Context: an optimization exercise on an open-source flow, tuned for small area and a short achievable clock period. The choices shown serve that exercise and are no tape-out recipe. Where RTL was checked, it was by simulation tests only, not by an equivalence proof against the original. Power and IR drop assume default switching activity.

Setup of job 1287:
// traffic_generator
module traffic_generator (
	input logic clk,
	input logic reset,
	input logic rx_done_tick,
	input tg_proto_pkg::byte_t rx_data_out,
	output logic tx_start_transmission,
	output tg_proto_pkg::byte_t tx_data_in,
	input logic tx_busy,
	output logic cmd_en,
	output tg_mcb_pkg::mcb_instr_t cmd_instr,
	output tg_mcb_pkg::mcb_bl_t cmd_bl,
	output tg_mcb_pkg::mcb_addr_t cmd_byte_addr,
	input logic cmd_full,
	output logic wr_en,
	output tg_mcb_pkg::mcb_word_t wr_data,
	input logic wr_full,
	output logic rd_en,
	input tg_mcb_pkg::mcb_word_t rd_data,
	input logic rd_empty
);
	logic s_idle, s_addr, s_len, s_wdat, s_wcmd, s_rcmd, s_rwait;
	logic [1:0] addr_cnt;
	logic [5:0] cnt;
	logic cmd_rd;
	logic cmd_nok;       
	logic [7:0] whead;
	logic [7:0] wmem [63];
	logic [6:0] wqc;     
	logic wnvis;         
	logic rd_nok;        
	logic last_q;
	logic read_done;
	logic [7:0] rmem [128];
	logic [7:0] rcnt;    
	logic reply_push;    
	logic [7:0] reply_byte;
	logic tick;
	logic is_start;
	logic w_push, w_pop, w_head;
	logic wr_go, rd_go;
	logic r_push, r_pop;
	logic wq0, wq1;
	logic s_wcmd_n, s_rcmd_n;
	assign tick = rx_done_tick;
	assign is_start = (rx_data_out[7:1] == 7'h7F);
	tg_nor2 u_cmd_en (.a(cmd_nok), .b(cmd_full), .y(cmd_en));
	tg_nor2 u_wr_en (.a(wnvis), .b(wr_full), .y(wr_en));
	tg_nor2 u_rd_en (.a(rd_nok), .b(rd_empty), .y(rd_en));
	logic cmd_go, rd_pop;
	assign cmd_go = !cmd_nok && !cmd_full;
	assign rd_pop = !rd_nok && !rd_empty;
	assign cmd_instr = cmd_rd ? tg_mcb_pkg::MCB_READ_AP : tg_mcb_pkg::MCB_WRITE_AP;
	assign wr_data = {24'd0, whead};
	assign wr_go = cmd_go && s_wcmd;
	assign rd_go = cmd_go && s_rcmd;
	always_ff @(posedge clk) begin
		if (reset) begin
			s_idle <= 1'b1;
			s_addr <= 1'b0;
			s_len <= 1'b0;
			s_wdat <= 1'b0;
			s_wcmd <= 1'b0;
			s_rcmd <= 1'b0;
			s_rwait <= 1'b0;
		end else begin
			if (s_idle && tick && is_start) begin
				s_idle <= 1'b0;
				s_addr <= 1'b1;
			end
  ...
==> flow/config.mk <==
export PLATFORM = sky130hd
export DESIGN_NAME = traffic_generator
export DESIGN_NICKNAME = traffic_generator
export VERILOG_FILES = /design/flow/design.v
export SDC_FILE = /design/flow/constraint.sdc
export NUM_CORES = 4
export LEC_CHECK = 0
export CAP_MARGIN = 20
export CORE_MARGIN = 2
export CORE_UTILIZATION = 60
export CTS_BUF_LIST = sky130_fd_sc_hd__clkbuf_16
export CTS_CLUSTER_DIAMETER = 80
export CTS_CLUSTER_SIZE = 25
export PLACE_DENSITY = 0.7
export SETUP_SLACK_MARGIN = 4.05
export SLEW_MARGIN = 20
export SYNTH_HIERARCHICAL = 1
==> flow/constraint.sdc <==
create_clock -name core_clock -period 7.0 [get_ports {clk}]
set_input_delay 1.4000 -clock core_clock [delete_from_list [all_inputs] [get_ports {clk}]]
set_output_delay 1.4000 -clock core_clock [all_outputs]
set_load 0.01 [all_outputs]
standard.sh (not shown) runs the stock make flow with config.mk's settings and CLKGATE_MAP_FILE= SYNTH_SCRIPT=/design/flow/synth_recipe.tcl, a recipe that flattens the netlist after the stock synthesis.
==> flow/flow/run.sh <==
#!/bin/bash
set -o pipefail
CTS="-sink_clustering_enable -repair_clock_nets -sink_clustering_size 29 -sink_clustering_max_diameter 90 -buf_list sky130_fd_sc_hd__clkbuf_16 -dont_use_dummy_load"
bash standard.sh "BUFFER_PORTS_ARGS=-buffer_cell sky130_fd_sc_hd__buf_1" "CTS_ARGS=$CTS" finish > standard_flow.log 2>&1
In summary, job 1287 completed successfully, with a layout that passed the timing, DRC and antenna checks.
Input-level comparison between job 2315 and job 1287:
==> flow/flow/run.sh <==
#!/bin/bash
set -o pipefail
CTS="-sink_clustering_enable -repair_clock_nets -sink_clustering_size 25 -sink_clustering_max_diameter 80 -buf_list sky130_fd_sc_hd__clkbuf_16 -dont_use_dummy_load"
bash standard.sh "BUFFER_PORTS_ARGS=-buffer_cell sky130_fd_sc_hd__buf_1" "CTS_ARGS=$CTS" finish > standard_flow.log 2>&1
==> flow/config.mk <==
export PLATFORM = sky130hd
export DESIGN_NAME = traffic_generator
export DESIGN_NICKNAME = traffic_generator
export VERILOG_FILES = /design/flow/design.v
export SDC_FILE = /design/flow/constraint.sdc
export NUM_CORES = 4
export LEC_CHECK = 0
export CAP_MARGIN = 20
export CORE_MARGIN = 2
export CORE_UTILIZATION = 50
export CTS_BUF_LIST = sky130_fd_sc_hd__clkbuf_16
export CTS_CLUSTER_DIAMETER = 80
export CTS_CLUSTER_SIZE = 25
export SETUP_SLACK_MARGIN = 4.05
export SLEW_MARGIN = 20
export SYNTH_HIERARCHICAL = 1
Between job 1287 and job 2315, cell row count increased. Job 2315 vs. job 1287: leakage dissipation +0.25 nW; setup slack ~0 delta. Job 2315 ended with less worst slack on hold paths than job 1287. Number of clock buffers in the layout: job 2315 higher than job 1287. Higher peak supply drop goes to job 2315 over job 1287. Between job 1287 and job 2315, global routing met2 resource utilization decreased. Summary of job 2315 over job 1287: portion of the layout cell area used by non-clock buffers +0.25 points; area of all placed cells without fillers +about 1.3%; final period demand of the worst path ~0 delta.
diff inputs: job 2315 => job 3036
==> flow/flow/run.sh <==
#!/bin/bash
set -o pipefail
CTS="-sink_clustering_enable -repair_clock_nets -sink_clustering_size 29 -sink_clustering_max_diameter 90 -buf_list sky130_fd_sc_hd__clkbuf_16 -dont_use_dummy_load"
bash standard.sh "BUFFER_PORTS_ARGS=-buffer_cell sky130_fd_sc_hd__buf_1" "CTS_ARGS=$CTS" finish > standard_flow.log 2>&1
[summary]
From job 2315 to job 3036 the numbers moved as follows: sum of met2 wire segment lengths after detailed routing was more or less identical, average detailed-routed wire length per instance neither gained nor lost much, switching share of power shows no meaningful change, clock buffer count in the final layout fell 13%, final hold slack went up by 11 ps. The final reports for job 3036 and job 2315 show clock power lower in the former. Going from job 2315 to job 3036, area after synthesis ~0 delta, met3 wirelength from detailed routing +about 2.2%, post-route standard cell area excluding fillers -0.46%.

---

Setup of 10-28:
Another version of the RTL of traffic_generator (not shown whole).
Size: ~3,000 cells after synthesis, roughly 130 I/O pins, roughly 58,000 µm² of cells after synthesis.
Settings: LEC_CHECK=0, CAP_MARGIN=20, CORE_MARGIN=2, CORE_UTILIZATION=50, CTS_BUF_LIST=sky130_fd_sc_hd__clkbuf_16, CTS_CLUSTER_DIAMETER=80, CTS_CLUSTER_SIZE=25, SETUP_SLACK_MARGIN=3.8, SLEW_MARGIN=20, SYNTH_HIERARCHICAL=1; clock period 7.0 ns.
==> flow/flow/run.sh <==
#!/bin/bash
set -o pipefail
CTS="-sink_clustering_enable -repair_clock_nets -sink_clustering_size 25 -sink_clustering_max_diameter 80 -buf_list sky130_fd_sc_hd__clkbuf_16 -dont_use_dummy_load"
bash standard.sh "BUFFER_PORTS_ARGS=-buffer_cell sky130_fd_sc_hd__buf_1" "CTS_ARGS=$CTS" finish > standard_flow.log 2>&1
The flow did not stop early for 10-28: all stages ran, and the layout cleared the timing, DRC and antenna checks.
Input-level comparison between 05-18 and 10-28:
==> flow/flow/run.sh <==
#!/bin/bash
set -o pipefail
CTS="-sink_clustering_enable -repair_clock_nets -sink_clustering_size 14 -sink_clustering_max_diameter 50 -buf_list sky130_fd_sc_hd__clkbuf_8 -dont_use_dummy_load"
bash standard.sh "BUFFER_PORTS_ARGS=-buffer_cell sky130_fd_sc_hd__buf_1" "CTS_ARGS=$CTS" finish > standard_flow.log 2>&1
Findings:
The final layout from 05-18, which completed every stage, passed the timing, DRC and antenna checks at the end of the flow.
Cmp 05-18 and 10-28 / first-pass iteration count of the detailed router / higher: 10-28
The share of total power in the clock network of 05-18 is higher than that of 10-28.
Compared with 10-28, in 05-18 routed via count moved up; total wire length after detailed routing moved up; clock network contribution to total cell area moved up.
No run of this note included a check of the RTL's function; only the layout flow was run.

==> static timing again, ports no longer ideal <==
Ports are ideal in the flow. The routed layouts listed here were re-timed in OpenROAD. Step 1, drivers: a clkbuf_16 drives clk and a buf_2 each remaining input, both assumed. Step 2 times the ports against the registers' clock, not the clock port: input delays grow and output delays shrink by t, the midpoint of the rising clock arrivals with the driver on. Three values: ideal, step 1, step 2; two values: the first two.
| run | t (ns) | slack for setup (ns) | worst setup path at the end |
|---|---|---|---|
| job 1287 | 0.715 | 3.897 / 3.846 / 3.416 | input to register |
| job 2315 | 0.703 | 3.900 / 3.846 / 3.496 | input to register |
| job 3036 | 0.700 | 3.893 / 3.841 / 3.496 | input to register |
| 10-28 | 0.719 | 3.830 / 3.798 / 3.322 | input to register |
| 05-18 | 0.861 | 3.829 / 3.795 / 3.329 | input to register |
After both steps setup and hold are still met in every run listed. The setup slack of 10-28, which loses most, moves by -0.032 ns with the drivers and by -0.508 ns with both steps.
